Source: an optimization exercise on an open RTL-to-GDS flow (aim: a short achievable clock period and few clock cycles per item). Production flows keep margins and buffers that such runs may drop.
The RTL was checked by simulation tests, not by an equivalence proof against the original design.
Power and IR drop assume default switching activity.

<file path="flow/run.sh">
#!/bin/bash
# synth_recipe.tcl (not shown) runs the flow's synth.tcl, then flattens the netlist and writes it again
# the make line also repeats each setting of config.mk as NAME=value (left out here)
make -C /OpenROAD-flow-scripts/flow DESIGN_CONFIG=/design/flow/config.mk WORK_HOME=/design/flow/orfs CLKGATE_MAP_FILE= SYNTH_SCRIPT=/design/flow/synth_recipe.tcl finish
</file>
<file path="flow/config.mk">
export PLATFORM = sky130hd
export DESIGN_NAME = cpu_top
export DESIGN_NICKNAME = cpu_top
export VERILOG_FILES = /design/flow/design.v
export SDC_FILE = /design/flow/constraint.sdc
export NUM_CORES = 4
export LEC_CHECK = 0
export CAP_MARGIN = 20
export CORE_MARGIN = 2
export CORE_UTILIZATION = 65
export GPL_TIMING_DRIVEN = 1
export SETUP_SLACK_MARGIN = 3.4
export SLEW_MARGIN = 20
</file>
<file path="flow/constraint.sdc">
create_clock -name core_clock -period 6.0 [get_ports {clk}]
set_input_delay 1.2000 -clock core_clock [delete_from_list [all_inputs] [get_ports {clk}]]
set_output_delay 1.2000 -clock core_clock [all_outputs]
set_load 0.01 [all_outputs]
</file>
<file path="flow/design.v">
`timescale 1ns/10ps
package isa_pkg;
    localparam int INSTR_W = 18;
    localparam int OPCODE_MSB = 17;
    localparam int OPCODE_LSB = 14;
    localparam int R1_LSB = 10;
    localparam int R2_LSB = 6;
    localparam int R3_LSB = 2;
    localparam int IMM_W = 6;          
    localparam int JUMP_TGT_LSB = 4;   
    typedef enum logic [OPCODE_MSB-OPCODE_LSB:0] {
        OP_ADD     = 4'b0000,
        OP_ADDI    = 4'b0001,
        OP_NOR     = 4'b0010,
        OP_CMP     = 4'b0011,
        OP_AND     = 4'b0100,
        OP_ANDI    = 4'b0101,
        OP_NAND    = 4'b0110,
        OP_ILLEGAL = 4'b0111,   
        OP_LD      = 4'b1000,
        OP_ST      = 4'b1001,
        OP_JE      = 4'b1010,   
        OP_JA      = 4'b1011,   
        OP_JB      = 4'b1100,   
        OP_JAE     = 4'b1101,   
        OP_JBE     = 4'b1110,   
        OP_JUMP    = 4'b1111    
    } opcode_e;
endpackage
`timescale 1ns/10ps
package core_pkg;
    localparam int WORD_W = 18;
    localparam int ADDR_W = 10;       
    localparam int REG_ADDR_W = 4;
    localparam int NUM_REGS = 16;
    typedef enum logic [3:0] {
        S_INIT   = 4'd0,
        S_FETCH  = 4'd1,
        S_DECODE = 4'd2,
        S_ALU    = 4'd3,
        S_CMP    = 4'd4,
        S_LD     = 4'd5,
        S_ST     = 4'd6,
        S_JUMP   = 4'd7,
        S_WRITE  = 4'd8
    } state_e;
    typedef enum logic [1:0] {
        ALU_ADD  = 2'b00,
        ALU_NOR  = 2'b01,
        ALU_AND  = 2'b10,
        ALU_NAND = 2'b11
    } alu_op_e;
endpackage
`timescale 1ns/10ps
module cpu_top (
    input  logic        clk,
    input  logic        reset,
    output logic [9:0]  instr_addr,
    input  logic [17:0] instr_data,
    output logic [9:0]  mem_addr,
    output logic [17:0] mem_wdata,
    output logic        mem_we,
    output logic        mem_re,
    input  logic [17:0] mem_rdata
);
    localparam int PD_LD   = 0;
    localparam int PD_ST   = 1;
    localparam int PD_CMP  = 2;
    localparam int PD_BR   = 3;    
    localparam int PD_JMP  = 4;    
    localparam int PD_WR   = 5;    
    localparam int PD_IMM  = 6;
    localparam int PD_ADD  = 7;    
    localparam int PD_NOR  = 8;
    localparam int PD_AND  = 9;    
    localparam int PD_NAND = 10;
    localparam int PD_CM   = 11;   
    localparam int PD_RX   = 15;   
    localparam int PD_RY   = 19;   
    localparam int PD_W    = 23;
    function automatic logic [PD_W-1:0] predecode(input logic [17:0] w);
        logic [PD_W-1:0] p;
        logic [3:0] op;
        logic       cmp, st;
        op = w[17:14];
        cmp = (op == 4'b0011);
        st  = (op == 4'b1001);
        p = '0;
        p[PD_LD]   = (op == 4'b1000);
        p[PD_ST]   = st;
        p[PD_CMP]  = cmp;
        p[PD_BR]   = op[3] && (op[3:1] != 3'b100);
        p[PD_JMP]  = (op == 4'b1111);
        p[PD_WR]   = (op == 4'b0000) || (op == 4'b0001) || (op == 4'b0010) ||
                     (op == 4'b0100) || (op == 4'b0101) || (op == 4'b0110) ||
                     (op == 4'b1000);
        p[PD_IMM]  = (op == 4'b0001) || (op == 4'b0101);
        p[PD_ADD]  = (op == 4'b0000) || (op == 4'b0001);
        p[PD_NOR]  = (op == 4'b0010);
        p[PD_AND]  = (op == 4'b0100) || (op == 4'b0101);
        p[PD_NAND] = (op == 4'b0110);
        case (op)
            4'b1010: p[PD_CM +: 4] = 4'b0100;   
            4'b1011: p[PD_CM +: 4] = 4'b0001;   
            4'b1100: p[PD_CM +: 4] = 4'b0010;   
            4'b1101: p[PD_CM +: 4] = 4'b0101;   
            4'b1110: p[PD_CM +: 4] = 4'b1110;   
            4'b1111: p[PD_CM +: 4] = 4'b1111;   
            default: p[PD_CM +: 4] = 4'b0000;
        endcase
        p[PD_RX +: 4] = (cmp || st) ? w[13:10] : w[9:6];
        p[PD_RY +: 4] = cmp ? w[9:6] : w[5:2];
        predecode = p;
    endfunction
    function automatic logic reads_x(input logic [17:0] w, input logic [3:0] r);
        logic [3:0] op;
        logic       m1, m2;
        op = w[17:14];
        m1 = (w[13:10] == r);
        m2 = (w[9:6] == r);
        reads_x = ((op == 4'b0011) || (op == 4'b1001)) ? m1 :
                  ((op[3] == 1'b0) && (op != 4'b0111)) ? m2 : 1'b0;
    endfunction
    function automatic logic reads_y(input logic [17:0] w, input logic [3:0] r);
        logic [3:0] op;
        logic       m2, m3;
        op = w[17:14];
        m2 = (w[9:6] == r);
        m3 = (w[5:2] == r);
        reads_y = (op == 4'b0011) ? m2 :
                  ((op[3] == 1'b0) && (op[0] == 1'b0)) ? m3 : 1'b0;
    endfunction
    function automatic logic [17:0] ks_add(input logic [17:0] a, input logic [17:0] b);
        logic [17:0] p, g, gg, pp, gn, pn;
        p = a ^ b;
        g = a & b;
        gg = g;
        pp = p;
        for (int l = 0; l < 5; l++) begin
            for (int i = 0; i < 18; i++) begin
                if (i >= (1 << l)) begin
                    gn[i] = gg[i] | (pp[i] & gg[i - (1 << l)]);
                    pn[i] = pp[i] & pp[i - (1 << l)];
                end else begin
                    gn[i] = gg[i];
                    pn[i] = pp[i];
                end
            end
            gg = gn;
            pp = pn;
        end
        ks_add = p ^ {gg[16:0], 1'b0};
    endfunction
    function automatic logic tree_lt(input logic [17:0] a, input logic [17:0] b);
        logic [17:0] lt, eq, ltn, eqn;
        lt = ~a & b;
        eq = ~(a ^ b);
        for (int l = 0; l < 5; l++) begin
            for (int i = 0; i < 18; i++) begin
                if (i >= (1 << l)) begin
                    ltn[i] = lt[i] | (eq[i] & lt[i - (1 << l)]);
                    eqn[i] = eq[i] & eq[i - (1 << l)];
                end else begin
                    ltn[i] = lt[i];
                    eqn[i] = eq[i];
                end
            end
            lt = ltn;
            eq = eqn;
        end
        tree_lt = lt[17];
    endfunction
    logic [PD_W-1:0] pd_in;
    assign pd_in = predecode(instr_data);
    logic [9:0]  ia_q;        
    logic [9:0]  seqa_q;      
    logic [9:0]  pcI_q;       
    logic        vI_q;
    logic        selB_q;      
    logic        bhtp_q;      
    logic        hit_q;       
    logic [9:0]  tgtH_q;      
    logic [9:0]  redir_q;     
    logic [1:0]  bht [32];
    logic        btb_v [8];
    logic        btb_j [8];       
    logic [6:0]  btb_tag [8];     
    logic [9:0]  btb_tgt [8];
    logic        lp_conf [8];
    logic [2:0]  lp_trip [8];
    logic [2:0]  lp_cnt [8];
    logic [7:0]  lp_exit;         
    logic [17:0] ir_q;
    logic [PD_W-1:0] pd_q;
    logic [9:0]  pcD_q;
    logic        vD_q;
    logic        predD_q;     
    logic        bpD_q;       
    logic        bpbD_q;      
    logic [3:0]  mtD_q;       
    logic        sxl_q, sxw_q;
    logic        syl_q, syw_q, simm_q;
    logic        stall_q;     
    logic [15:0] ohx_q, ohy_q;
    logic        vE_q;
    logic [17:0] opX_q, opY_q;
    logic        e_add_q, e_nor_q, e_and_q, e_ld_q, e_st_q, e_cmp_q, e_wr_q;
    logic [3:0]  e_rd_q;
    logic        mis_q;       
    logic        e_br_q;      
    logic        e_jmp_q;     
    logic        e_back_q;    
    logic [3:0]  e_cm_q;      
    logic [9:0]  e_pc_q;
    logic [9:0]  e_tgt_q;
    logic        z_q, c_q;
    logic [17:0] res_q;
    logic        w_wr_q;
    logic [3:0]  w_rd_q;
    logic        mem_we_q, mem_re_q;
    logic [9:0]  mem_addr_q;
    logic [17:0] wd_q;        
    logic [17:0] rf [16];
    assign instr_addr = ia_q;
    logic [17:0] sum, lres, res;
    logic        eq, lt;
    assign sum  = ks_add(opX_q, opY_q);
    assign lres = e_ld_q  ? mem_rdata :
                  e_nor_q ? ~(opX_q | opY_q) :
                  e_and_q ? (opX_q & opY_q) : ~(opX_q & opY_q);
    assign res  = e_add_q ? sum : lres;
    assign eq   = ~|(opX_q ^ opY_q);
    assign lt   = tree_lt(opX_q, opY_q);
    logic z_n, c_n;
    assign z_n = (vE_q && e_cmp_q) ? eq : z_q;
    assign c_n = (vE_q && e_cmp_q) ? lt : c_q;
    logic bpbad;
    assign bpbad = vI_q && selB_q && !(pd_in[PD_BR] && instr_data[13:4] == ia_q);
    logic e_tk, e_cbr, e_tbr;
    assign e_tk  = e_cm_q[{z_q, c_q}];
    assign e_cbr = vE_q && e_br_q && !e_jmp_q;
    assign e_tbr = vE_q && e_br_q && e_tk;
    logic mis, dred, stall, dbad;
    assign mis   = mis_q;
    assign dred  = vD_q && predD_q && !bpD_q && !mis;
    assign dbad  = vD_q && bpbD_q && !mis;
    assign stall = stall_q;
    logic taken_n;
    assign taken_n = pd_q[PD_CM + {z_n, c_n}];
    logic vE_n, vD_n;
    assign vE_n = vD_q && !mis && !stall && !dbad;
    assign vD_n = stall ? vD_q : (vI_q && !mis && !dred && !dbad);
    logic mis_f, mis_n;
    assign mis_f = (vE_q && e_cmp_q) ? (eq ? mtD_q[2] : (lt ? mtD_q[1] : mtD_q[0])) :
                                       mtD_q[{z_q, c_q}];
    assign mis_n = vE_n && mis_f;
    logic [PD_W-1:0] pd_n;
    logic [17:0]     ir_n;
    assign ir_n = stall ? ir_q : instr_data;
    assign pd_n = stall ? pd_q : pd_in;
    logic bht_pred;
    assign bht_pred = bhtp_q;
    logic pred_in;
    assign pred_in = pd_in[PD_JMP] || (pd_in[PD_BR] && bht_pred);
    logic stall_n;
    assign stall_n = !stall && !bpbad && vD_n && vE_n &&
                     ((pd_in[PD_LD] && pd_q[PD_ST]) ||
                      (pd_q[PD_ADD] && (reads_x(instr_data, ir_q[13:10]) ||
                                        reads_y(instr_data, ir_q[13:10]))));
    logic dsel_n;
    assign dsel_n = !stall && vD_n && pred_in && !selB_q;
    logic [2:0] bix;
    logic       hitL;
    assign bix  = seqa_q[2:0];
    assign hitL = btb_v[bix] && btb_tag[bix] == seqa_q[9:3] &&
                  (btb_j[bix] || (lp_conf[bix] ? !lp_exit[bix] : bht[seqa_q[4:0]][1]));
    always_comb begin
        for (int i = 0; i < 8; i++) lp_exit[i] = lp_conf[i] && (lp_cnt[i] == lp_trip[i]);
    end
    logic [2:0] fix;
    logic       lpk;
    assign fix = ia_q[2:0];
    assign lpk = btb_v[fix] && btb_tag[fix] == ia_q[9:3] && lp_conf[fix];
    logic [9:0] redir_n, fa_b, fa_n, sq_b, sq_n;
    logic       useq_n;
    assign redir_n = predD_q ? pcD_q + 10'd1 : ir_q[13:4];
    always_comb begin
        if (mis)          fa_b = redir_q;
        else if (dbad)    fa_b = pcD_q;
        else if (hit_q)   fa_b = tgtH_q;
        else              fa_b = seqa_q;
        sq_b = fa_b + 10'd1;
        if (dsel_n)       fa_n = instr_data[13:4];
        else if (stall_n) fa_n = ia_q;
        else              fa_n = fa_b;
        if (dsel_n)       sq_n = instr_data[13:4] + 10'd1;
        else if (stall_n) sq_n = seqa_q;
        else              sq_n = sq_b;
    end
    assign useq_n = !mis && !dbad && !dsel_n && !stall_n && !hit_q;
    logic [17:0] opX_n, opY_n;
    always_comb begin
        opX_n = ({18{sxl_q}} & lres) | ({18{sxw_q}} & res_q);
        opY_n = ({18{syl_q}} & lres) | ({18{syw_q}} & res_q) |
                ({18{simm_q}} & {12'd0, ir_q[5:0]});
        for (int i = 0; i < 16; i++) begin
            opX_n = opX_n | ({18{ohx_q[i]}} & rf[i]);
            opY_n = opY_n | ({18{ohy_q[i]}} & rf[i]);
        end
    end
    logic e_wr_n;
    assign e_wr_n = vE_n && pd_q[PD_WR];
    logic fxe_n, fye_n, fxw_n, fyw_n;
    assign fxe_n = e_wr_n && reads_x(ir_n, ir_q[13:10]);
    assign fye_n = e_wr_n && reads_y(ir_n, ir_q[13:10]);
    assign fxw_n = e_wr_q && reads_x(ir_n, e_rd_q);
    assign fyw_n = e_wr_q && reads_y(ir_n, e_rd_q);
    always_ff @(posedge clk or posedge reset) begin
        if (reset) begin
            ia_q     <= '0;
            seqa_q   <= 10'd1;
            pcI_q    <= '0;
            vI_q     <= 1'b0;
            selB_q   <= 1'b0;
            bhtp_q   <= 1'b0;
            hit_q    <= 1'b0;
            tgtH_q   <= '0;
            redir_q  <= '0;
            ir_q     <= '0;
            pd_q     <= '0;
            pcD_q    <= '0;
            vD_q     <= 1'b0;
            predD_q  <= 1'b0;
            mtD_q    <= '0;
            bpD_q    <= 1'b0;
            bpbD_q   <= 1'b0;
            sxl_q    <= 1'b0;
            sxw_q    <= 1'b0;
            stall_q  <= 1'b0;
            syl_q    <= 1'b0;
            syw_q    <= 1'b0;
            simm_q   <= 1'b0;
            ohx_q    <= '0;
            ohy_q    <= '0;
            vE_q     <= 1'b0;
            opX_q    <= '0;
            opY_q    <= '0;
            e_add_q  <= 1'b0;
            e_nor_q  <= 1'b0;
            e_and_q  <= 1'b0;
            e_ld_q   <= 1'b0;
            e_st_q   <= 1'b0;
            e_cmp_q  <= 1'b0;
            e_wr_q   <= 1'b0;
            e_rd_q   <= '0;
            mis_q    <= 1'b0;
            e_br_q   <= 1'b0;
            e_back_q <= 1'b0;
            e_jmp_q  <= 1'b0;
            e_cm_q   <= '0;
            e_pc_q   <= '0;
            e_tgt_q  <= '0;
            z_q      <= 1'b0;
            c_q      <= 1'b0;
            res_q    <= '0;
            w_wr_q   <= 1'b0;
            w_rd_q   <= '0;
            mem_we_q <= 1'b0;
            mem_re_q <= 1'b0;
            mem_addr_q <= '0;
            wd_q       <= '0;
        end else begin
            ia_q   <= fa_n;
            seqa_q <= sq_n;
            pcI_q  <= ia_q;
            bhtp_q <= lpk ? !lp_exit[fix] : bht[ia_q[4:0]][1];
            vI_q   <= stall ? vI_q : (!mis && !dbad);
            selB_q <= !mis && !dbad && !dsel_n && !stall_n && hit_q;
            hit_q  <= useq_n && hitL;
            tgtH_q <= btb_tgt[bix];
            redir_q <= redir_n;
            if (!stall) begin
                ir_q    <= instr_data;
                pd_q    <= pd_in;
                pcD_q   <= pcI_q;
                predD_q <= pred_in || selB_q;
                bpD_q   <= selB_q;
                bpbD_q  <= bpbad;
                mtD_q   <= {4{pd_in[PD_BR]}} & (pd_in[PD_CM +: 4] ^ {4{pred_in || selB_q}});
            end
            vD_q  <= vD_n;
            sxl_q  <= fxe_n;
            sxw_q  <= fxw_n && !fxe_n;
            syl_q  <= fye_n;
            syw_q  <= fyw_n && !fye_n;
            stall_q <= stall_n;
            simm_q <= pd_n[PD_IMM];
            for (int i = 0; i < 16; i++) begin
                ohx_q[i] <= (pd_n[PD_RX +: 4] == 4'(i)) && !fxe_n && !fxw_n;
                ohy_q[i] <= (pd_n[PD_RY +: 4] == 4'(i)) && !fye_n && !fyw_n && !pd_n[PD_IMM];
            end
            vE_q    <= vE_n;
            opX_q   <= opX_n;
            opY_q   <= opY_n;
            e_add_q <= pd_q[PD_ADD];
            e_nor_q <= pd_q[PD_NOR];
            e_and_q <= pd_q[PD_AND];
            e_ld_q  <= pd_q[PD_LD];
            e_st_q  <= pd_q[PD_ST];
            e_cmp_q <= pd_q[PD_CMP];
            e_wr_q  <= e_wr_n;
            e_rd_q  <= ir_q[13:10];
            mis_q   <= mis_n;
            e_br_q  <= pd_q[PD_BR];
            e_back_q <= ir_q[13:4] <= pcD_q;
            e_jmp_q <= pd_q[PD_JMP];
            e_cm_q  <= pd_q[PD_CM +: 4];
            e_pc_q  <= pcD_q;
            e_tgt_q <= ir_q[13:4];
            z_q     <= z_n;
            c_q     <= c_n;
            res_q  <= res;
            w_wr_q <= e_wr_q;
            w_rd_q <= e_rd_q;
            mem_we_q   <= vE_n && pd_q[PD_ST];
            mem_re_q   <= vD_n && pd_n[PD_LD] && !mis_n && !stall_n && !(bpbad && !stall);
            mem_addr_q <= ((vE_n && pd_q[PD_ST]) || stall) ? ir_q[9:0] : instr_data[9:0];
            if (pd_q[PD_ST]) wd_q <= opX_n;
        end
    end
    always_ff @(posedge clk or posedge reset) begin
        if (reset) begin
            for (int i = 0; i < 32; i++) bht[i] <= 2'b10;
        end else begin
            for (int i = 0; i < 32; i++) begin
                if (e_cbr && e_pc_q[4:0] == 5'(i)) begin
                    if (e_tk) bht[i] <= {bht[i][1] | bht[i][0], bht[i][1] | ~bht[i][0]};
                    else        bht[i] <= {bht[i][1] & bht[i][0], bht[i][1] & ~bht[i][0]};
                end
            end
        end
    end
    always_ff @(posedge clk or posedge reset) begin
        if (reset) begin
            for (int i = 0; i < 8; i++) begin
                btb_v[i]   <= 1'b0;
                btb_j[i]   <= 1'b0;
                btb_tag[i] <= '0;
                btb_tgt[i] <= '0;
                lp_conf[i] <= 1'b0;
                lp_trip[i] <= '0;
                lp_cnt[i]  <= '0;
            end
        end else begin
            for (int i = 0; i < 8; i++) begin
                if (e_pc_q[2:0] == 3'(i)) begin
                    if (e_tbr) begin
                        btb_v[i]   <= 1'b1;
                        btb_j[i]   <= e_jmp_q;
                        btb_tag[i] <= e_pc_q[9:3];
                        btb_tgt[i] <= e_tgt_q;
                    end
                    if (btb_v[i] && btb_tag[i] == e_pc_q[9:3]) begin
                        if (e_cbr && e_back_q) begin
                            if (e_tk) begin
                                if (lp_cnt[i] == 3'd7) lp_conf[i] <= 1'b0;
                                else lp_cnt[i] <= lp_cnt[i] + 3'd1;
                            end else begin
                                lp_trip[i] <= lp_cnt[i];
                                lp_cnt[i]  <= '0;
                                lp_conf[i] <= (lp_cnt[i] != 3'd7);
                            end
                        end
                    end else if (e_tbr) begin
                        lp_conf[i] <= 1'b0;
                        lp_trip[i] <= '0;
                        lp_cnt[i]  <= 3'd1;
                    end
                end
                if (dbad && !(e_tbr && e_pc_q[2:0] == 3'(i)) && pcD_q[2:0] == 3'(i)) begin
                    btb_v[i] <= 1'b0;
                end
            end
        end
    end
    always_ff @(posedge clk or posedge reset) begin
        if (reset) begin
            for (int i = 0; i < 16; i++) rf[i] <= '0;
        end else if (w_wr_q) begin
            rf[w_rd_q] <= res_q;
        end
    end
    assign mem_we    = mem_we_q;
    assign mem_re    = mem_re_q;
    assign mem_addr  = mem_addr_q;
    assign mem_wdata = wd_q;
endmodule
</file>
==> qor.yml, run 1 <==
run_status: "complete, no violations"
syn_area_per_cell_um2: 11.2
cp.arrival_ns: 3.23
path_clk_slew_ns: 0.06
grt_antenna_before_repair: 3
rr_endpoint: "res_q[17]$_DFF_PP0_"
maxCapViolations: 0
dieWidth_um: 260
slew_viol_final: 0
num_vias: 34000
critPathCaptureType: "flip-flop"
powerDensity_nw_per_um2: 495
synth_edf_count: 0
async_flop_share_pct: 100
power_leakage_nw: 21.1
cts_buffer_depth: 3
critPathKind: "flip-flop to flip-flop"
fin_nets: 3990
r2r_setup_slack_ns: 3.28
synth_common_cells: "802 x dfrtp_1, 530 x mux2_2, 260 x nor2_1"
drc: 0
slew-limit-headroom_pct: 16.5
dp.cells: 4557
finalSetupTns_ns: 0
whs_path_depth: 0
fin_ws_ns: 3.28
dieHeight_um: 260
synth-main-ff-cell: "dfrtp_1"
routedWlPerCell_um: 30.1
cts_buffers: 87
grt_overflow: 0
synth_area_leaders: "dfrtp_1 47%, mux2_2 14%, a22oi_1 3.4%"
ant_nets: 0
sequentialPowerShare_pct: 41.0
grt_max_degree: 148
hold_class: "flip-flop to flip-flop"
routed_wl_mm: 144
ys_warn_count: 10
fin_skew_ns: 0.0133
reg2reg_depth: 11
cpMostUsedCell: "a21oi_1"
hold_viol: 0
grt_pass1_vias: 33800
fmax_mhz: 368
clock_latency_ns: 0.64
portBuffers: 77
die_area_um2: 67400
period_share_pct: 45.3
crit_start: "opY_q[3]$_DFF_PP0_"
path_max_fanout: 4
syn_nets: 3930
min_to: "e_cm_q[3]$_DFF_PP0_"
syn-instance-count: 3804
crit_chain: "buf_4 > ha_1 > a21oi_1 > o22a_1 > a221o_1 > a221oi_4 > a211oi_4 > a21oi_1 > xor2_1 > nand2_1 > o21ai_4"
synth_seq_cells: 835
swShare_pct: 38.2
cpMaxStageDelayCell: "dfrtp_1"
drive_gt1_share_pct: 28.0
dp_slack_ns: 1.61
routabilityCongestion: 0.954
cts_sinks: 835
holdWs_ns: 0.377
pwr-share-clk_pct: 23.6
core_area_um2: 64600
drt_iter0_drc: 4480
netlist-cell-type-count: 77
worst_pin_slew_ns: 1.24
min_from: "pd_q[14]$_DFFE_PP0N_"
viasPerCell: 7.11
htreeDepth: 3
ir_worst_vdd_v: 0.000350
required_ns: 6.51
final_cells: 4787
synth_top_cell_by_area: "dfrtp_1"
power_switching_mw: 9.21
io_pins: 78
grt_first_pass_wirelength_mm: 213
cts_root_buf: "clkbuf_16"
start_util_pct: 65.8
r2r_start: "opY_q[3]$_DFF_PP0_"
rsz0062_at_grt: "yes"
finish.utilization_pct: 75.3
setup_violations: 0
rows: 93
cts_tree: "done"
track_usage_pct: 42.5
cpPeakStageDelay_ns: 0.42
timing.final.crit_period_ns: 2.72
drtPass1Iterations: 9
yosysTopAreaCellShare_pct: 47.2
combPwrFrac_pct: 35.4
internal_power_mw: 14.9
area_growth_syn_to_layout_pct: 14.4
cts.hold.buffers_added: 0
syn_area_um2: 42500
critPathLaunchType: "flip-flop"
place_hpwl_mm: 87.6
yosysMostFrequentCell: "dfrtp_1"
ys_seq_area_share_pct: 49.3
metrics by stage:
stage                     area, um2  power [mW]
final                         48600        24.1
after global routing          48600        25.0
after detailed placement      44200        17.1
after floorplan               42800        14.3
after global placement        44200        16.8
after CTS                     48200        23.5
critical path, delay by kind of cell, from the launching register on:
| kind | cells | cell delay [ns] |
|---|---|---|
| AND/OR/NAND/NOR | 1 | 0.11 |
| flip-flops | 1 | 0.42 |
| buffers and inverters | 1 | 0.14 |
| adder cells (fa/ha/maj) | 1 | 0.24 |
| AO/OA/AOI/OAI | 7 | 1.52 |
| XOR/XNOR | 1 | 0.16 |
power groups by stage:
stage | Clock (mW) | Combinational (mW) | Sequential (mW)
2_1_floorplan | 0 | 5.47 | 8.83
3_3_place_gp | 0 | 6.98 | 9.78
3_5_place_dp | 0 | 7.18 | 9.92
4_1_cts | 5.72 | 8.00 | 9.75
5_1_grt | 5.92 | 9.00 | 10.1
6_report | 5.68 | 8.52 | 9.88
sequential cells by signal, summed over array words and instances (netlist names), 18 cells and up:
register	cells
pd_q	22
lp_cnt	24
rf	288
lp_trip	24
opX_q	18
btb_tgt	80
res_q	18
opY_q	18
bht	64
ir_q	18
btb_tag	56
wd_q	18
routing by layer:
layer / wire length [um] / global-route usage (%) / up-vias
met5: 12 / 0 / -
met1: 51100 / 52.4 / 16800
met4: 12200 / 29.1 / 2
met2: 65300 / 66.1 / 2334
li1: - / - / 14100
met3: 15500 / 11.0 / 727
area by class of cell:
type | count | area (um2)
diodes | 1 | 2.50
clock buffers | 122 | 2570
clock inverters | 34 | 439
fillers | 4326 | 16000
inverters | 102 | 398
multi-input cells | 2609 | 21000
flip-flops and latches | 835 | 21000
well taps | 855 | 1070
repair buffers | 228 | 2190
repair inverters | 1 | 5.00
how the worst max path moves through the flow:
stage | slack, ns | depth (start not counted) | endpoint
floorplan | -6.64 | 1 | bht[0][0]$_DFFE_PP0P_
global placement | 1.64 | 10 | seqa_q[9]$_DFFE_PP0P_
detailed placement | 1.61 | 11 | seqa_q[8]$_DFFE_PP0P_
CTS | 3.30 | 11 | res_q[17]$_DFF_PP0_
global route | 3.21 | 11 | res_q[17]$_DFF_PP0_
finish | 3.28 | 11 | res_q[17]$_DFF_PP0_
placed cells by master, fill, tap and decap left out, drive strengths merged, types with 9 or more instances in the layout:
master         instances
a22o                  94
dfrtp                802
clkinvlp              12
a211o                 27
xor2                  52
nor4                  20
a22oi                194
clkbuf               129
ha                    87
inv                   99
a31oi                 10
nand3b                11
a21oi                190
nand3                104
nand4                 66
o22ai                 15
nand2b                18
o21ai                152
o21a                  10
and3                  12
buf                  158
dlygate4sd2           31
xnor2                131
dfstp                 33
mux2i                 91
clkinv                17
nor3                  33
bufinv                 9
nor2b                 16
a222oi                30
mux2                 530
nor2                 260
and2                   9
nand2                234
o31ai                  9
o221a                 24
a221oi                48
clkdlybuf4s50         21
mux4                  28
or3                   11
cell families after synthesis:
group / share of synthesized area (%)
AO/OA/AOI/OAI: 14.5
XOR/XNOR: 3.77
adder cells (fa/ha/maj): 2.61
buffers and inverters: 3.36
flip-flops: 49.3
multiplexers: 17.7
AND/OR/NAND/NOR: 8.84
timing repair:
item	CTS	global route
gates resized for setup	225	103
hold endpoints to repair	0	0
endpoints found under the setup margin	228	167
setup buffers	52	15
pin swaps	25	24
cloned	3	3
Testbench counts, summed over its fixed seeds: cycles 93,623, instrs 84,944.
==> run 2, diff against run 1 <==
--- a/flow/config.mk
+++ b/flow/config.mk
@@ -9,5 +9,5 @@
 export CORE_MARGIN = 2
-export CORE_UTILIZATION = 65
+export CORE_UTILIZATION = 55
 export GPL_TIMING_DRIVEN = 1
-export SETUP_SLACK_MARGIN = 3.4
+export SETUP_SLACK_MARGIN = 3.0
 export SLEW_MARGIN = 20
==> run 2 against run 1 <==
  * First-iteration DRC count shrank 17%
  * Critical path depth down 10
  * Sequential share of layout area increased by 0.53 points
  * Global-route usage shrank 5.3 points
  * Die area up 18%
  * Largest cell class unchanged
  * Setup slack worse by 0.23 ns
  * Sequential power hardly changed
  * Combinational power shrank 7.3%
  * Largest power group unchanged
  * Via count down 3.3%
==> qor.yml, run 2 <==
worst_pin_slew_ns: 1.14  # -0.0989 ns
path_max_fanout: 1  # -3
cts_tree: "done"
final_cell_mix: "785 x dfrtp_1, 528 x mux2_2, 247 x nor2_1"
grt_pass1_vias: 33300  # -1.5%
finalSetupTns_ns: 0  # unchanged
fin_ws_ns: 3.05  # -0.231 ns
num_vias: 32900  # -3.3%
start_util_pct: 55.8  # -10 points
synth-main-ff-cell: "dfrtp_1"
drt_iter0_drc: 3724  # -17%
die_area_um2: 79500  # +18%
crit_chain: "clkdlybuf4s50_1"
syn_area_per_cell_um2: 11.2  # unchanged
fin_nets: 3946  # -1.1%
synth_area_leaders: "dfrtp_1 47%, mux2_2 14%, a22oi_1 3.4%"
setup_violations: 0  # unchanged
ys_seq_area_share_pct: 49.3  # unchanged
grt_overflow: 0  # unchanged
cp_top_family: "buffers and inverters"
drive_gt1_share_pct: 24.4  # -3.5 points
dieHeight_um: 282  # +8.6%
fin_area_um2: 48000  # -1.3%
syn_area_um2: 42500  # unchanged
timing.final.crit_period_ns: 2.95  # +0.231 ns
run_status: "complete, no violations"
maxCapViolations: 0  # unchanged
routabilityCongestion: 0.910  # -4.6%
dieWidth_um: 282  # +8.6%
ir_worst_vdd_v: 0.000295  # -16%
regMostFlops: "rf"
cp.arrival_ns: 1.75  # -1.48 ns
power_leakage_nw: 20.7  # -1.9%
cts_buffers: 91  # +4.6%
async_flop_share_pct: 100  # unchanged
routed_wl_mm: 148  # +2.7%
cpPeakStageDelay_ns: 0.60  # +0.18 ns
area_growth_syn_to_layout_pct: 13.0
highest_layer: "met5"
met3_length_mm: 13.2  # -14%
fin_skew_ns: 0.0354  # +0.0221 ns
synth_edf_count: 0  # unchanged
ant_nets: 0  # unchanged
path_clk_slew_ns: 0.06  # about the same
place_hpwl_mm: 91.2  # +4.2%
slew_viol_final: 0  # unchanged
cts_root_buf: "clkbuf_16"
critPathCaptureType: "primary output"
fmax_mhz: 339  # -7.8%
wl_met1_mm: 55.8  # +9.3%
synth_seq_cells: 835  # unchanged
routedWlPerCell_um: 30.1  # -0.13%
antenna_cells: 0  # -1
clock_latency_ns: 0.67  # +0.03 ns
syn-instance-count: 3804  # unchanged
powerDensity_nw_per_um2: 492  # -0.64%
track_usage_pct: 37.2  # -5.3 points
final_common_cell: "dfrtp_1"
critPathLaunchType: "flip-flop"
cts.hold.buffers_added: 0  # unchanged
yosysMostFrequentCell: "dfrtp_1"
hold_viol: 0  # unchanged
critPathKind: "flip-flop to primary output"
synth_top_cell_by_area: "dfrtp_1"
cpMaxStageDelayCell: "clkdlybuf4s50_1"
ys_warn_count: 10  # unchanged
largestRegisters: "rf: 288 flops, btb_tgt: 80 flops, bht: 64 flops"
wl_met2_mm: 67.4  # +3.3%
hold_class: "flip-flop to flip-flop"
grt_max_degree: 171  # +16%
crit_buf_inv: 1  # unchanged
core_area_um2: 76200  # +18%
viasPerCell: 6.68  # -5.9%
rows: 101  # +8.6%
cts_sinks: 835  # unchanged
yosysTopAreaCellShare_pct: 47.2  # unchanged
largest_reg_flops: 288  # unchanged
fill_cells: 6136  # +42%
post_dp_cell_area_um2: 44300  # +0.13%
required_ns: 4.80  # -1.71 ns
final_cells: 4921  # +2.8%
rsz0062_at_grt: "no"
grt_antenna_before_repair: 4  # +1
grt_first_pass_wirelength_mm: 217  # +1.9%
io_pins: 78  # unchanged
synth_common_cells: "802 x dfrtp_1, 530 x mux2_2, 260 x nor2_1"
drtPass1Iterations: 8  # -1
cts_buffer_depth: 3  # unchanged
period_share_pct: 49.1  # +3.9 points
htreeDepth: 3  # unchanged
netlist-cell-type-count: 77  # unchanged
dp_slack_ns: 1.62  # +0.0121 ns
portBuffers: 77  # unchanged
dp.cells: 4730  # +3.8%
slew-limit-headroom_pct: 23.8  # +7.3 points
drc: 0  # unchanged
syn_nets: 3930  # unchanged
run 2: logic make-up after synthesis:
group	count (synthesis)	synth area share, %
AO/OA/AOI/OAI	877	14.5
flip-flops	835	49.3
AND/OR/NAND/NOR	812	8.84
multiplexers	649	17.7
buffers and inverters	360	3.36
XOR/XNOR	183	3.77
adder cells (fa/ha/maj)	88	2.61
run 2: power breakdown:
| group | internal (mW) | switching, mW | leakage [nW] | total (mW) |
|---|---|---|---|---|
| clock | 3.47 | 2.36 | 1.52 | 5.83 |
| combinational | 3.65 | 4.25 | 8.71 | 7.90 |
| sequential | 7.57 | 2.32 | 10.5 | 9.89 |
run 2: path summary, 6_finish.rpt:
check / depth (start not counted) / endpoint / start / slack, ns
min in group asynchronous: 2 / rf[2][11]$_DFFE_PP0P_ / reset / 1.05
max in group asynchronous: 3 / stall_q$_DFF_PP0_ / reset / 3.43
max reg2reg: 10 / seqa_q[9]$_DFFE_PP0P_ / seqa_q[2]$_DFFE_PP0P_ / 3.08
min: 0 / e_nor_q$_DFF_PP0_ / pd_q[8]$_DFFE_PP0N_ / 0.37
max: 1 / mem_addr[0] / mem_addr_q[0]$_DFF_PP0_ / 3.05
min reg2reg: 0 / e_nor_q$_DFF_PP0_ / pd_q[8]$_DFFE_PP0N_ / 0.37
run 2: timing repair:
action / in CTS / in global routing
pin swaps: 1 / 3
cloned: 3 / 0
endpoints found under the setup margin: 123 / 64
setup buffers: 13 / 11
gates resized for setup: 59 / 48
run 2: final cells by class:
type,instances,area [um2],area share [%]
timing repair buffer,181,1810,3.77
tap,1030,1290,2.68
clock buffer,137,2680,5.59
inverter,102,398,0.829
multi-input combinational,2609,20400,42.6
sequential,835,21000,43.7
clock inverter,27,408,0.850
run 2: per-stage QoR:
step / hold slack [ns] / utilization [%] / power (mW)
CTS: 0.374 / 62.6 / 23.3
floorplan: 0.349 / - / 14.3
global placement: 0.363 / 58.1 / 16.9
global route: 0.381 / 63.0 / 24.7
finish: 0.373 / 63.0 / 23.6
detailed placement: 0.359 / 58.1 / 17.2
run 2: per-layer routing:
layer | global-route usage (%) | up-vias
met5 | 0.244 | -
met4 | 25.5 | 2
met3 | 8.37 | 530
met2 | 58.1 | 1833
met1 | 46.3 | 16500
li1 | - | 14000
==> run 3, diff against run 2 <==
--- a/flow/config.mk
+++ b/flow/config.mk
@@ -11,3 +11,3 @@
 export GPL_TIMING_DRIVEN = 1
-export SETUP_SLACK_MARGIN = 3.0
+export SETUP_SLACK_MARGIN = 3.8
 export SLEW_MARGIN = 20
==> run 3 against run 2 <==
  * Final area grew 8.3%
  * Largest cell class is now multi-input combinational cells
  * Setup slack gained 0.22 ns
  * Core utilization grew 5.2 points
  * Still clean
  * Synthesized area is the same
  * Register-to-register slack gained 0.20 ns
  * Cell count grew 4.6%
  * Combinational power grew 28%
  * Clock skew shrank 0.00059 ns
  * Global-route usage grew 1.7 points
  * Critical path depth grew 11
  * Sequential power is essentially flat
==> qor.yml, run 3 <==
num_vias: 34900  # +6.1%
dp.cells: 4730  # unchanged
multi_input_area_um2: 22200  # +8.7%
netlist-cell-type-count: 77  # unchanged
cpMostUsedCell: "a21oi_4"
regArea_um2: 21000  # +0.26%
setup_violations: 0  # unchanged
powerDensity_nw_per_um2: 491  # -0.19%
synth_seq_cells: 835  # unchanged
hold_class: "flip-flop to flip-flop"
routedWlPerCell_um: 30.5  # +1.5%
largest_reg_flops: 288  # unchanged
ant_nets: 0  # unchanged
fin_skew_ns: 0.0348  # -0.000593 ns
cts.hold.buffers_added: 0  # unchanged
required_ns: 6.53  # +1.73 ns
cp.arrival_ns: 3.25  # +1.50 ns
crit_chain: "inv_2 > ha_4 > buf_4 > nand3_1 > a21oi_4 > nor2_4 > a21oi_4 > o31ai_4 > a21oi_2 > o211a_1 > or3_4 > a31o_4"
cpPeakStageDelay_ns: 0.43  # -0.17 ns
run_status: "complete, no violations"
cp_top_family: "compound AO/OA/AOI/OAI gates"
power_leakage_nw: 22.4  # +8.3%
yosysMostFrequentCell: "dfrtp_1"
critPathCaptureType: "flip-flop"
viasPerCell: 6.78  # +1.5%
final_cell_mix: "759 x dfrtp_1, 511 x mux2_2, 240 x buf_4"
yosysTopAreaCellShare_pct: 47.2  # unchanged
start_util_pct: 55.8  # unchanged
hold_viol: 0  # unchanged
finish.utilization_pct: 68.2  # +5.2 points
clock_latency_ns: 0.67  # about the same
place_hpwl_mm: 91.5  # +0.30%
synth_area_leaders: "dfrtp_1 47%, mux2_2 14%, a22oi_1 3.4%"
core_area_um2: 76200  # unchanged
routabilityCongestion: 0.955  # +5.0%
path_max_fanout: 5  # +4
slew-limit-headroom_pct: 20.6  # -3.2 points
dieWidth_um: 282  # unchanged
combPwrFrac_pct: 39.4  # +6.0 points
worst_pin_slew_ns: 1.19  # +0.0508 ns
syn-instance-count: 3804  # unchanged
cts_tree: "done"
drive_gt1_share_pct: 36.7  # +12 points
dieHeight_um: 282  # unchanged
fin_nets: 4165  # +5.5%
io_pins: 78  # unchanged
final_common_cell: "dfrtp_1"
grt_overflow: 0  # unchanged
swShare_pct: 39.0  # +1.2 points
grt_pass1_vias: 34300  # +2.8%
maxCapViolations: 0  # unchanged
pwr-share-clk_pct: 21.9  # -2.8 points
synth_top_cell_by_area: "dfrtp_1"
largestRegisters: "rf: 288 flops, btb_tgt: 80 flops, bht: 64 flops"
rows: 101  # unchanged
htreeDepth: 3  # unchanged
internal_power_mw: 15.6  # +6.0%
die_area_um2: 79500  # unchanged
synth_common_cells: "802 x dfrtp_1, 530 x mux2_2, 260 x nor2_1"
drc: 0  # unchanged
regMostFlops: "rf"
ir_worst_vdd_v: 0.000356  # +21%
cpMaxStageDelayCell: "dfrtp_1"
cts_root_buf: "clkbuf_16"
power_switching_mw: 9.95  # +11%
syn_area_um2: 42500  # unchanged
cts_buffers: 90  # -1.1%
syn_nets: 3930  # unchanged
syn_area_per_cell_um2: 11.2  # unchanged
track_usage_pct: 39.0  # +1.7 points
timing.final.crit_period_ns: 2.72  # -0.223 ns
grt_max_degree: 97  # -43%
sequentialPowerShare_pct: 38.7  # -3.2 points
cts_sinks: 835  # unchanged
period_share_pct: 45.4  # -3.7 points
fill_cells: 5580  # -9.1%
area_growth_syn_to_layout_pct: 22.3
cts_buffer_depth: 3  # unchanged
async_flop_share_pct: 100  # unchanged
drt_iter0_drc: 4768  # +28%
portBuffers: 77  # unchanged
synth-main-ff-cell: "dfrtp_1"
fmax_mhz: 367  # +8.2%
ys_seq_area_share_pct: 49.3  # unchanged
rsz0062_at_grt: "yes"
crit_buf_inv: 2  # +1
grt_first_pass_wirelength_mm: 227  # +4.5%
synth_edf_count: 0  # unchanged
slew_viol_final: 0  # unchanged
critPathLaunchType: "flip-flop"
routed_wl_mm: 157  # +6.1%
critPathKind: "flip-flop to flip-flop"
ys_warn_count: 10  # unchanged
path_clk_slew_ns: 0.06  # about the same
grt_antenna_before_repair: 4  # unchanged
final_cells: 5147  # +4.6%
drtPass1Iterations: 9  # +1
## run 3: cell counts after synthesis
No cell type changed its count.
## run 3: power by group through the flow
stage / Sequential (mW) / Clock (mW) / Combinational (mW)
after CTS: 9.73 / 5.65 / 9.11
after floorplan: 8.83 / 0 / 5.56
after detailed placement: 9.94 / 0 / 7.34
after global routing: 10.1 / 5.90 / 10.5
after global placement: 9.86 / 0 / 7.18
final: 9.87 / 5.60 / 10.1
## run 3: timing repair
| action | 4_1_cts | 5_1_grt |
|---|---|---|
| endpoints found under the hold margin | 0 | 0 |
| gates cloned | 14 | 4 |
| setup endpoints to repair | 1124 | 547 |
| setup buffers | 137 | 92 |
| gates resized for setup | 584 | 227 |
| pin swaps | 86 | 96 |
## run 3: kinds of logic (layout without fill, tap and decap cells)
kind of cell / count (synthesis) / in the layout / synth area share, %
flip-flops: 835 / 835 / 49.3
AO/OA/AOI/OAI: 877 / 877 / 14.5
AND/OR/NAND/NOR: 812 / 813 / 8.84
multiplexers: 649 / 649 / 17.7
other: 0 / 3 / 0
XOR/XNOR: 183 / 183 / 3.77
adder cells (fa/ha/maj): 88 / 88 / 2.61
buffers and inverters: 360 / 669 / 3.36
## run 3: path summary, 6_finish.rpt
path	slack [ns]	end	cells past startpoint	startpoint
min reg2reg	0.38	e_cm_q[3]$_DFF_PP0_	0	pd_q[14]$_DFFE_PP0N_
min in group asynchronous	1.16	rf[10][17]$_DFFE_PP0P_	2	reset
max	3.28	res_q[16]$_DFF_PP0_	12	opY_q[3]$_DFF_PP0_
max in group asynchronous	3.86	bht[9][1]$_DFFE_PP1P_	5	reset
min	0.38	e_cm_q[3]$_DFF_PP0_	0	pd_q[14]$_DFFE_PP0N_
max reg2reg	3.28	res_q[16]$_DFF_PP0_	12	opY_q[3]$_DFF_PP0_
## run 3: cell type report
type | count | area share (%)
Sequential cell | 835 | 40.5
Antenna cell | 3 | 0.0144
Clock buffer | 132 | 5.02
Multi-Input combinational cell | 2610 | 42.8
Tap cell | 1030 | 2.48
Timing Repair Buffer | 399 | 7.86
Inverter | 102 | 0.775
Timing Repair inverter | 1 | 0.00963
Clock inverter | 35 | 0.628
## run 3: worst register-to-register path: stages (launching register included)
cell     delay (ns)
dfrtp_1        0.43
inv_2          0.07
ha_4           0.27
buf_4          0.15
nand3_1        0.12
a21oi_4        0.06
nor2_4         0.12
a21oi_4        0.08
o31ai_4        0.29
a21oi_2        0.13
o211a_1        0.25
or3_4          0.34
a31o_4         0.27
## run 3: layer usage
metal | wire, um | up-vias | global-route usage [%] | share of wire, %
met5 | 14 | - | 0 | 0.0089
met3 | 14100 | 655 | 8.20 | 9.0
met1 | 56900 | 17600 | 47.7 | 36
met4 | 13600 | 2 | 27.8 | 8.7
met2 | 72400 | 2113 | 61.6 | 46
li1 | - | 14500 | - | -
## run 3: through the flow
step / hold slack, ns / setup slack, ns / setup TNS [ns] / cell area [um2] / total power, mW
2_1_floorplan: 0.349 / -6.64 / -5439.49 / 42900 / 14.4
4_1_cts: 0.376 / 3.30 / 0 / 50200 / 24.5
3_5_place_dp: 0.361 / 1.25 / 0 / 44500 / 17.3
6_report: 0.378 / 3.28 / 0 / 52000 / 25.5
3_3_place_gp: 0.365 / 1.34 / 0 / 44500 / 17.0
5_1_grt: 0.395 / 3.22 / 0 / 52000 / 26.5
==> run 4, diff against run 3 <==
--- a/flow/config.mk
+++ b/flow/config.mk
@@ -10,4 +10,5 @@
 export CORE_UTILIZATION = 55
+export GPL_ROUTABILITY_DRIVEN = 0
 export GPL_TIMING_DRIVEN = 1
-export SETUP_SLACK_MARGIN = 3.8
+export SETUP_SLACK_MARGIN = 3.4
 export SLEW_MARGIN = 20
==> run 4 against run 3 <==
  * Via count shrank 3.7%
  * Critical endpoint unchanged
  * Fmax shrank 0.15%
  * Core utilization shrank 3.6 points
  * Still clean
  * Highest routed layer unchanged
  * Synthesized cell count is the same
==> qor.yml, run 4 <==
slew_viol_final: 0  # unchanged
ys_seq_area_share_pct: 49.3  # unchanged
ys_warn_count: 10  # unchanged
start_util_pct: 55.8  # unchanged
grt_max_degree: 153  # +58%
path_max_fanout: 3  # -2
rows: 101  # unchanged
regMostFlops: "rf"
powerDensity_nw_per_um2: 495  # +0.75%
drtPass1Iterations: 9  # unchanged
synth_area_leaders: "dfrtp_1 47%, mux2_2 14%, a22oi_1 3.4%"
maxCapViolations: 0  # unchanged
track_usage_pct: 37.5  # -1.5 points
synth_common_cells: "802 x dfrtp_1, 530 x mux2_2, 260 x nor2_1"
regArea_um2: 21000  # -0.16%
cp_top_family: "compound AO/OA/AOI/OAI gates"
final_common_cell: "dfrtp_1"
htreeDepth: 3  # unchanged
critPathLaunchType: "flip-flop"
place_hpwl_mm: 91.0  # -0.55%
die_area_um2: 79500  # unchanged
crit_buf_inv: 1  # -1
dieWidth_um: 282  # unchanged
yosysMostFrequentCell: "dfrtp_1"
run_status: "complete, no violations"
syn_area_um2: 42500  # unchanged
path_clk_slew_ns: 0.06  # about the same
largest_reg_flops: 288  # unchanged
routed_wl_mm: 149  # -4.8%
ir_worst_vdd_v: 0.000312  # -12%
yosysTopAreaCellShare_pct: 47.2  # unchanged
final_cells: 4985  # -3.1%
synth-main-ff-cell: "dfrtp_1"
io_pins: 78  # unchanged
slew-limit-headroom_pct: 20.9  # +0.33 points
grt_antenna_before_repair: 6  # +2
async_flop_share_pct: 100  # unchanged
synth_seq_cells: 835  # unchanged
routedWlPerCell_um: 30.0  # -1.7%
required_ns: 6.52  # about the same
critPathCaptureType: "flip-flop"
setup_violations: 0  # unchanged
cpMaxStageDelayCell: "dfrtp_1"
cts_buffers: 89  # -1.1%
cts_sinks: 835  # unchanged
timing.final.crit_period_ns: 2.73  # +0.00397 ns
area_growth_syn_to_layout_pct: 15.8
hold_class: "flip-flop to flip-flop"
cpMostUsedCell: "a21oi_2"
ant_nets: 0  # unchanged
largestRegisters: "rf: 288 flops, btb_tgt: 80 flops, bht: 64 flops"
dp.cells: 4725  # -0.11%
netlist-cell-type-count: 77  # unchanged
power_leakage_nw: 21.3  # -5.0%
cts_buffer_depth: 3  # unchanged
syn-instance-count: 3804  # unchanged
worst_pin_slew_ns: 1.18  # -0.00781 ns
fmax_mhz: 366  # -0.15%
syn_area_per_cell_um2: 11.2  # unchanged
grt_first_pass_wirelength_mm: 220  # -3.3%
drive_gt1_share_pct: 28.7  # -8.1 points
rsz0062_at_grt: "yes"
synth_edf_count: 0  # unchanged
crit_chain: "ha_2 > inv_2 > fa_2 > nand2b_4 > a21oi_4 > nor2_2 > a21oi_2 > o31ai_4 > a21oi_2 > o211a_1 > or3_4 > a31o_4"
viasPerCell: 6.74  # -0.59%
dieHeight_um: 282  # unchanged
cts_tree: "done"
cp.arrival_ns: 3.24  # about the same
hold_viol: 0  # unchanged
multi_input_area_um2: 21000  # -5.3%
core_area_um2: 76200  # unchanged
cts.hold.buffers_added: 0  # unchanged
portBuffers: 77  # unchanged
grt_pass1_vias: 34000  # -0.91%
clock_latency_ns: 0.66  # about the same
fill_cells: 5921  # +6.1%
num_vias: 33600  # -3.7%
period_share_pct: 45.5  # +0.066 points
fin_nets: 4006  # -3.8%
syn_nets: 3930  # unchanged
fin_skew_ns: 0.0196  # -0.0153 ns
cpPeakStageDelay_ns: 0.42  # about the same
cts_root_buf: "clkbuf_16"
grt_overflow: 0  # unchanged
critPathKind: "flip-flop to flip-flop"
drt_iter0_drc: 3761  # -21%
final_cell_mix: "772 x dfrtp_1, 521 x mux2_2, 230 x nor2_1"
finish.utilization_pct: 64.6  # -3.6 points
drc: 0  # unchanged
synth_top_cell_by_area: "dfrtp_1"
power.total_mw: 24.3  # -4.6%
==> run 4: changes by cell type in the layout (fill, tap and decap cells not counted), moves of 19 or more <==
| cell | before | now |
|---|---|---|
| buf_4 | 240 | 129 |
| nor2_1 | 190 | 230 |
| buf_6 | 51 | 14 |
| dlygate4sd2_1 | 0 | 29 |
| nand2_1 | 198 | 224 |
| nor2_2 | 38 | 14 |
| o21ai_0 | 111 | 132 |
| xnor2_1 | 104 | 125 |
| buf_2 | 27 | 8 |
==> run 4: repair_timing <==
| item | CTS | global route |
|---|---|---|
| setup buffers | 58 | 27 |
| pin swaps | 27 | 42 |
| gates cloned | 5 | 4 |
| gates resized for setup | 264 | 114 |
| endpoints found under the setup margin | 217 | 376 |
==> run 4: final timing paths <==
path / cells past startpoint / slack (ns) / startpoint / end
worst max-delay path: 12 / 3.27 / opY_q[0]$_DFF_PP0_ / res_q[16]$_DFF_PP0_
worst min-delay path: 0 / 0.38 / pd_q[2]$_DFFE_PP0N_ / e_cmp_q$_DFF_PP0_
worst max register to register: 12 / 3.27 / opY_q[0]$_DFF_PP0_ / res_q[16]$_DFF_PP0_
worst min register to register: 0 / 0.38 / pd_q[2]$_DFFE_PP0N_ / e_cmp_q$_DFF_PP0_
max in group asynchronous: 4 / 3.62 / reset / e_pc_q[6]$_DFF_PP0_
min in group asynchronous: 2 / 0.96 / reset / rf[2][17]$_DFFE_PP0P_
==> run 4: cell families after synthesis <==
group           synth area share [%]
buf+inv                         3.36
xor+xnor                        3.77
flops                           49.3
fa+ha+maj                       2.61
compound gates                  14.5
mux                             17.7
simple gates                    8.84
==> run 4: area by class of cell <==
class | instances | area share, %
multi-input cells | 2609 | 42.8
flip-flops and latches | 835 | 42.7
clock buffers | 134 | 5.50
clock inverters | 29 | 0.656
well taps | 1030 | 2.62
repair buffers | 243 | 4.97
diodes | 3 | 0.0153
inverters | 102 | 0.809
==> run 4: worst register-to-register path, stage by stage (launching register included) <==
cell      delay [ns]
dfrtp_1         0.42
ha_2            0.21
inv_2           0.05
fa_2            0.19
nand2b_4        0.14
a21oi_4         0.07
nor2_2          0.16
a21oi_2         0.10
o31ai_4         0.23
a21oi_2         0.13
o211a_1         0.27
or3_4           0.34
a31o_4          0.29
==> run 4: metal layers <==
metal	part of all wire, %	vias up	track usage (%)
met5	0.035	-	0.183
met4	8.4	8	26.0
met3	8.9	628	8.63
met2	46	1860	59.3
met1	37	17000	45.7
li1	-	14100	-
==> run 4: through the flow <==
stage	TNS [ns]	hold WS [ns]	area [um2]	setup slack (ns)
global placement	0	0.364	44400	1.48
global route	0	0.384	49200	3.22
finish	0	0.377	49200	3.27
floorplan	-5439.49	0.349	42800	-6.64
CTS	0	0.376	48500	3.31
detailed placement	0	0.365	44400	1.43
==> run 4: power breakdown <==
group          leakage, nW  internal, mW  total [mW]  switching [mW]
sequential            10.5          7.58        9.87            2.30
clock                 1.52          3.34        5.72            2.38
combinational         9.32          4.07        8.76            4.69
total                 21.3          15.0        24.3            9.36
==> run 5, diff against run 4 <==
--- a/flow/config.mk
+++ b/flow/config.mk
@@ -10,4 +10,4 @@
 export CORE_UTILIZATION = 55
-export GPL_ROUTABILITY_DRIVEN = 0
 export GPL_TIMING_DRIVEN = 1
+export PLACE_DENSITY = 0.75
 export SETUP_SLACK_MARGIN = 3.4
==> run 5 against run 4 <==
  * First-iteration DRC count up 29%
  * Largest cell class unchanged
  * Sequential share of layout area down 0.22 points
  * Sequential cell count unchanged
  * Critical path depth down 1
  * Global-route usage fell by 2.2 points
  * Combinational power is 0.8% higher
  * Clock skew grew 0.0086 ns
  * Cell count grew 0.32%
  * Setup slack lost 0.077 ns
==> qor.yml, run 5 <==
run_status: "complete, no violations"
num_vias: 34300  # +2.2%
r2r_start: "opX_q[3]$_DFF_PP0_"
dieWidth_um: 282  # unchanged
path_clk_slew_ns: 0.06  # about the same
reg2reg_depth: 11  # -1
cts_sinks: 835  # unchanged
timing.final.crit_period_ns: 2.81  # +0.0766 ns
hold_viol: 0  # unchanged
critPathLaunchType: "flip-flop"
synth_area_leaders: "dfrtp_1 47%, mux2_2 14%, a22oi_1 3.4%"
grt_overflow: 0  # unchanged
final_common_cell: "dfrtp_1"
grt_antenna_before_repair: 5  # -1
core_area_um2: 76200  # unchanged
largestRegisters: "rf: 288 flops, btb_tgt: 80 flops, bht: 64 flops"
post_dp_cell_area_um2: 44500  # +0.19%
rows: 101  # unchanged
netlist-cell-type-count: 77  # unchanged
routed_wl_mm: 142  # -4.8%
ys_warn_count: 10  # unchanged
cts_tree: "done"
clock_latency_ns: 0.67  # about the same
cts_buffers: 88  # -1.1%
cp.arrival_ns: 3.36  # +0.12 ns
synth_common_cells: "802 x dfrtp_1, 530 x mux2_2, 260 x nor2_1"
area_growth_syn_to_layout_pct: 16.4
drt_iter0_drc: 4844  # +29%
finish.utilization_pct: 64.9  # +0.32 points
worst_pin_slew_ns: 1.32  # +0.139 ns
multi_input_area_um2: 21100  # +0.38%
critPathKind: "flip-flop to flip-flop"
power.total_mw: 24.7  # +1.5%
cts_buffer_depth: 3  # unchanged
syn_area_per_cell_um2: 11.2  # unchanged
yosysTopAreaCellShare_pct: 47.2  # unchanged
drtPass1Iterations: 10  # +1
synth_seq_cells: 835  # unchanged
fill_cells: 5536  # -6.5%
critPathCaptureType: "flip-flop"
htreeDepth: 3  # unchanged
min_to: "e_nor_q$_DFF_PP0_"
synth-main-ff-cell: "dfrtp_1"
slew-limit-headroom_pct: 11.8  # -9.1 points
fin_ws_ns: 3.19  # -0.0766 ns
r2r_setup_slack_ns: 3.19  # -0.08 ns
synth_edf_count: 0  # unchanged
drive_gt1_share_pct: 29.2  # +0.58 points
portBuffers: 77  # unchanged
slew_viol_final: 0  # unchanged
final_cell_mix: "774 x dfrtp_1, 521 x mux2_2, 236 x nor2_1"
grt_pass1_vias: 33300  # -1.9%
fin_area_um2: 49500  # +0.50%
routedWlPerCell_um: 28.5  # -5.1%
start_util_pct: 55.8  # unchanged
maxCapViolations: 0  # unchanged
rsz0062_at_grt: "yes"
cts.hold.buffers_added: 0  # unchanged
path_max_fanout: 6  # +3
regArea_um2: 21000  # about the same
fmax_mhz: 356  # -2.7%
hold_class: "flip-flop to flip-flop"
syn_area_um2: 42500  # unchanged
grt_first_pass_wirelength_mm: 209  # -4.7%
die_area_um2: 79500  # unchanged
dieHeight_um: 282  # unchanged
fin_nets: 4021  # +0.37%
powerDensity_nw_per_um2: 500  # +1.0%
async_flop_share_pct: 100  # unchanged
grt_max_degree: 150  # -2.0%
viasPerCell: 6.87  # +1.9%
fin_skew_ns: 0.0282  # +0.00862 ns
finalSetupTns_ns: 0  # unchanged
synth_top_cell_by_area: "dfrtp_1"
regMostFlops: "rf"
drc: 0  # unchanged
ys_seq_area_share_pct: 49.3  # unchanged
largest_reg_flops: 288  # unchanged
period_share_pct: 46.8  # +1.3 points
yosysMostFrequentCell: "dfrtp_1"
track_usage_pct: 35.3  # -2.2 points
cts_root_buf: "clkbuf_16"
syn_nets: 3930  # unchanged
routabilityCongestion: 0.941
required_ns: 6.55  # +0.03 ns
dp_slack_ns: 1.32  # -0.112 ns
setup_violations: 0  # unchanged
whs_path_depth: 0  # unchanged
io_pins: 78  # unchanged
ant_nets: 0  # unchanged
place_hpwl_mm: 82.7  # -9.1%
power_leakage_nw: 21.4  # +0.48%
syn-instance-count: 3804  # unchanged
ir_worst_vdd_v: 0.000330  # +5.8%
rr_endpoint: "res_q[17]$_DFF_PP0_"
min_from: "pd_q[8]$_DFFE_PP0N_"
[run 5: cell counts after synthesis]
Identical to the previous run, type by type.
[run 5: metrics by stage]
stage | cells | hold WS (ns)
floorplan | 3804 | 0.349
global placement | 4736 | 0.358
detailed placement | 4736 | 0.365
CTS | 4971 | 0.382
global route | 5000 | 0.396
finish | 5001 | 0.387
[run 5: how the worst max path moves through the flow]
stage / from / end / slack (ns) / cells past startpoint
2_1_floorplan: reset / bht[0][0]$_DFFE_PP0P_ / -6.64 / 1
6_report: opX_q[3]$_DFF_PP0_ / res_q[17]$_DFF_PP0_ / 3.19 / 11
3_5_place_dp: instr_data[15] / ia_q[5]$_DFFE_PP0P_ / 1.32 / 8
4_1_cts: c_q$_DFFE_PP0P_ / lp_trip[4][0]$_DFFE_PP0P_ / 3.26 / 6
3_3_place_gp: instr_data[15] / ia_q[5]$_DFFE_PP0P_ / 1.39 / 8
5_1_grt: opX_q[3]$_DFF_PP0_ / res_q[17]$_DFF_PP0_ / 3.14 / 11
[run 5: layout make-up]
class                           count  share of cell area, %
Timing Repair Buffer              257                   4.93
Tap cell                         1030                   2.61
Antenna cell                        1                0.00506
Timing Repair inverter              1                 0.0101
Inverter                          102                  0.805
Multi-Input combinational cell   2610                   42.7
Clock inverter                     39                   1.18
Sequential cell                   835                   42.4
Clock buffer                      126                   5.31
[run 5: metal layers]
metal / part of all wire (%) / GRT usage, % / vias to the layer above
met5: 0.064 / 0 / -
met4: 8.0 / 22.3 / 8
met3: 12 / 9.66 / 735
met2: 44 / 53.0 / 2450
met1: 37 / 45.4 / 17000
li1: - / - / 14200
[run 5: logic make-up (layout without fill, tap and decap cells)]
kind of cell / count (synthesis) / count (layout) / synth area share (%)
compound gates: 877 / 877 / 14.5
xor+xnor: 183 / 183 / 3.77
fa+ha+maj: 88 / 88 / 2.61
buf+inv: 360 / 525 / 3.36
flops: 835 / 835 / 49.3
mux: 649 / 649 / 17.7
other cells: 0 / 1 / 0
simple gates: 812 / 813 / 8.84
[run 5: timing repair]
| item | in CTS | in global routing |
|---|---|---|
| pin swaps | 28 | 50 |
| cloned | 6 | 0 |
| buffers inserted | 64 | 29 |
| endpoints found under the setup margin | 218 | 104 |
| gates resized for setup | 247 | 133 |
[run 5: report_power, final]
group | total, mW | switching [mW] | internal (mW)
sequential | 9.87 | 2.29 | 7.57
clock | 6.03 | 2.40 | 3.62
combinational | 8.83 | 4.71 | 4.12
[run 5: worst max-delay path, cell delays in order (launching register included)]
cell	delay, ns
dfrtp_1	0.35
inv_1	0.09
ha_4	0.33
nand4_1	0.16
o22a_1	0.28
a221o_1	0.40
a221oi_4	0.32
a211oi_2	0.15
a21oi_2	0.17
xor2_1	0.15
nand2_1	0.12
o21ai_4	0.17
==> run 6, diff against run 5 <==
--- a/flow/config.mk
+++ b/flow/config.mk
@@ -9,6 +9,5 @@
 export CORE_MARGIN = 2
-export CORE_UTILIZATION = 55
+export CORE_UTILIZATION = 50
 export GPL_TIMING_DRIVEN = 1
-export PLACE_DENSITY = 0.75
-export SETUP_SLACK_MARGIN = 3.4
+export SETUP_SLACK_MARGIN = 3.5
 export SLEW_MARGIN = 20
==> run 6 against run 5 <==
  * Still clean on timing, DRC and antenna
  * Synthesized area unchanged
  * Register-to-register slack better by 0.14 ns
  * Hold slack worse by 0.012 ns
  * Sequential share of layout area down 0.58 points
  * Count of clock-buffer cells in the layout up 6
  * Global-route usage down 0.52 points
  * Via count down 1.3%
  * Routed wire length up 7.3%
  * Critical path type unchanged
  * Highest routed layer unchanged
==> qor.yml, run 6 <==
cts_sinks: 835  # unchanged
whs_path_depth: 0  # unchanged
min_to: "e_cmp_q$_DFF_PP0_"
drive_gt1_share_pct: 31.5  # +2.2 points
maxCapViolations: 0  # unchanged
synth-main-ff-cell: "dfrtp_1"
path_max_fanout: 6  # unchanged
rr_endpoint: "res_q[17]$_DFF_PP0_"
fin_ws_ns: 3.33  # +0.135 ns
dp_slack_ns: 1.29  # -0.0301 ns
r2r_setup_slack_ns: 3.33  # +0.14 ns
busiest_layer: "met2"
synth_common_cells: "802 x dfrtp_1, 530 x mux2_2, 260 x nor2_1"
drt_iter0_drc: 4073  # -16%
htreeDepth: 3  # unchanged
syn-instance-count: 3804  # unchanged
rows: 106  # +5.0%
grt_pass1_vias: 34200  # +2.7%
run_status: "complete, no violations"
critPathKind: "flip-flop to flip-flop"
syn_area_per_cell_um2: 11.2  # unchanged
drtPass1Iterations: 9  # -1
setup_violations: 0  # unchanged
critPathCaptureType: "flip-flop"
cts.hold.buffers_added: 0  # unchanged
grt_max_degree: 140  # -6.7%
drc: 0  # unchanged
viasPerCell: 6.58  # -4.2%
cp.arrival_ns: 3.22  # -0.14 ns
fin_skew_ns: 0.0269  # -0.00130 ns
finalSetupTns_ns: 0  # unchanged
cts_buffer_depth: 3  # unchanged
place_hpwl_mm: 93.1  # +13%
num_vias: 33900  # -1.3%
final_cell_mix: "770 x dfrtp_1, 521 x mux2_2, 224 x nand2_1, 224 x nor2_1, 192 x a22oi_1"
ant_nets: 0  # unchanged
routabilityCongestion: 0.921  # -2.1%
dp.cells: 4846  # +2.3%
netlist-cell-type-count: 77  # unchanged
yosysMostFrequentCell: "dfrtp_1"
cts_root_buf: "clkbuf_16"
syn_nets: 3930  # unchanged
final_common_cell: "dfrtp_1"
worst_pin_slew_ns: 1.21  # -0.117 ns
period_share_pct: 44.5  # -2.3 points
grt_antenna_before_repair: 3  # -2
critPathLaunchType: "flip-flop"
synth_top_cell_by_area: "dfrtp_1"
slew-limit-headroom_pct: 19.6  # +7.8 points
min_from: "pd_q[2]$_DFFE_PP0N_"
reg2reg_depth: 11  # unchanged
path_clk_slew_ns: 0.06  # about the same
timing.final.crit_period_ns: 2.67  # -0.135 ns
grt_use_met2_pct: 53.9  # +0.95 points
grt_first_pass_wirelength_mm: 224  # +6.9%
cts_buffers: 92  # +4.5%
area_growth_syn_to_layout_pct: 18.1
largestRegisters: "rf: 288 flops, btb_tgt: 80 flops, bht: 64 flops"
yosysTopAreaCellShare_pct: 47.2  # unchanged
final_cells: 5152  # +3.0%
r2r_start: "opY_q[6]$_DFF_PP0_"
portBuffers: 77  # unchanged
regMostFlops: "rf"
clock_latency_ns: 0.67  # about the same
fmax_mhz: 374  # +5.1%
holdWs_ns: 0.375  # -0.0115 ns
largest_reg_flops: 288  # unchanged
dieHeight_um: 296  # +4.8%
met3_usage_pct: 7.75  # -1.9 points
routedWlPerCell_um: 29.7  # +4.2%
hold_viol: 0  # unchanged
synth_area_leaders: "dfrtp_1 47%, mux2_2 14%, a22oi_1 3.4%"
ys_warn_count: 10  # unchanged
power_leakage_nw: 21.6  # +0.78%
required_ns: 6.55  # about the same
dieWidth_um: 296  # +4.8%
grt_overflow: 0  # unchanged
track_usage_pct: 34.8  # -0.52 points
ys_seq_area_share_pct: 49.3  # unchanged
synth_seq_cells: 835  # unchanged
rsz0062_at_grt: "yes"
core_area_um2: 84000  # +10%
async_flop_share_pct: 100  # unchanged
synth_edf_count: 0  # unchanged
hold_class: "flip-flop to flip-flop"
cts_tree: "done"
finish.utilization_pct: 59.8  # -5.1 points
start_util_pct: 50.6  # -5.1 points
die_area_um2: 87300  # +9.9%
slew_viol_final: 0  # unchanged
powerDensity_nw_per_um2: 496  # -0.81%
io_pins: 78  # unchanged
ir_worst_vdd_v: 0.000270  # -18%
grtUsageMet1_pct: 43.5  # -1.9 points
routed_wl_mm: 153  # +7.3%
fin_nets: 4064  # +1.1%
syn_area_um2: 42500  # unchanged
## run 6: cell count changes in the layout (fill, tap and decap cells not counted), sizes merged, moves of 4 or more
cell / delta
clkbuf: +14
clkinv: +5
clkdlybuf4s15: +4
dlygate4sd2: -32
buf: +60
bufinv: -4
## run 6: area by class of cell
| cell class | count | area [um2] |
|---|---|---|
| Fill cell | 6782 | 33800 |
| Antenna cell | 3 | 7.51 |
| Sequential cell | 835 | 21000 |
| Timing Repair Buffer | 295 | 2800 |
| Multi-Input combinational cell | 2612 | 21300 |
| Clock inverter | 39 | 462 |
| Inverter | 102 | 398 |
| Tap cell | 1134 | 1420 |
| Clock buffer | 132 | 2760 |
## run 6: what timing repair did
item | CTS | global route
setup buffers | 66 | 57
gates resized for setup | 388 | 143
pin swaps | 30 | 50
cloned | 4 | 5
endpoints found under the setup margin | 348 | 190
## run 6: routing by layer
layer  up-vias  part of all wire [%]
met3       598                   9.0
li1      14300                     -
met5         -                0.0085
met1     17100                    38
met2      1912                    46
met4         2                   7.9
## run 6: worst max path at each step
| stage | slack [ns] | from | endpoint |
|---|---|---|---|
| after floorplan | -6.64 | reset | bht[0][0]$_DFFE_PP0P_ |
| after global placement | 1.42 | instr_data[17] | seqa_q[4]$_DFFE_PP0P_ |
| after detailed placement | 1.29 | instr_data[17] | ia_q[4]$_DFFE_PP0P_ |
| after CTS | 3.33 | ia_q[1]$_DFFE_PP0P_ | instr_addr[1] |
| after global routing | 3.29 | opY_q[2]$_DFF_PP0_ | res_q[17]$_DFF_PP0_ |
| final | 3.33 | opY_q[6]$_DFF_PP0_ | res_q[17]$_DFF_PP0_ |
## run 6: per-stage QoR
stage | instance area (um2) | power (mW)
after floorplan | 42800 | 14.3
after global placement | 44700 | 17.0
after detailed placement | 44700 | 17.3
after CTS | 49300 | 24.2
after global routing | 50200 | 25.9
final | 50200 | 24.9
## run 6: power breakdown
group          switching [mW]  total, mW  internal [mW]
Sequential               2.28       9.87           7.58
Combinational            4.77       9.01           4.24
Clock                    2.42       6.00           3.58
## run 6: kinds of logic (layout without fill, tap and decap cells)
| group | Yosys count | in the layout | synth area share [%] |
|---|---|---|---|
| flops | 835 | 835 | 49.3 |
| mux | 649 | 649 | 17.7 |
| compound gates | 877 | 877 | 14.5 |
| xor+xnor | 183 | 183 | 3.77 |
| fa+ha+maj | 88 | 88 | 2.61 |
| other cells | 0 | 3 | 0 |
| buf+inv | 360 | 568 | 3.36 |
| simple gates | 812 | 815 | 8.84 |
## run 6: critical path, cell delays in order, from the launching register on
cell and delay [ns]:
dfrtp_1 0.43, inv_1 0.10, ha_4 0.31, o21a_1 0.12
o21ai_2 0.09, a221o_1 0.41, a221oi_2 0.32, a211oi_2 0.16
a21oi_2 0.16, xor2_1 0.15, nand2_1 0.11, o21ai_4 0.19

-- re-timing with driven ports --
The results above use ideal ports. As a check the final layouts listed here were re-extracted and re-timed, cells and wires unchanged. Step 1: set_driving_cell puts a clkbuf_16 on clk and a buf_2 on each other input, an assumption about the parent block. Step 2 also shifts input and output timing later by t, the mid clock arrival at the registers, as if the neighbouring blocks saw the same clock. Three values: ideal ports, drivers, drivers and shift; two values: the first two.
run | t (ns) | setup WS [ns]
run 1 | 0.700 | 3.284 / 3.284 / 2.807
run 2 | 0.719 | 3.053 / 2.986 / 2.465
run 3 | 0.722 | 3.275 / 3.275 / 2.771
run 4 | 0.720 | 3.271 / 3.261 / 2.794
run 5 | 0.726 | 3.195 / 3.195 / 2.642
run 6 | 0.733 | 3.330 / 3.261 / 2.773
After both steps setup and hold are still met in every run listed.
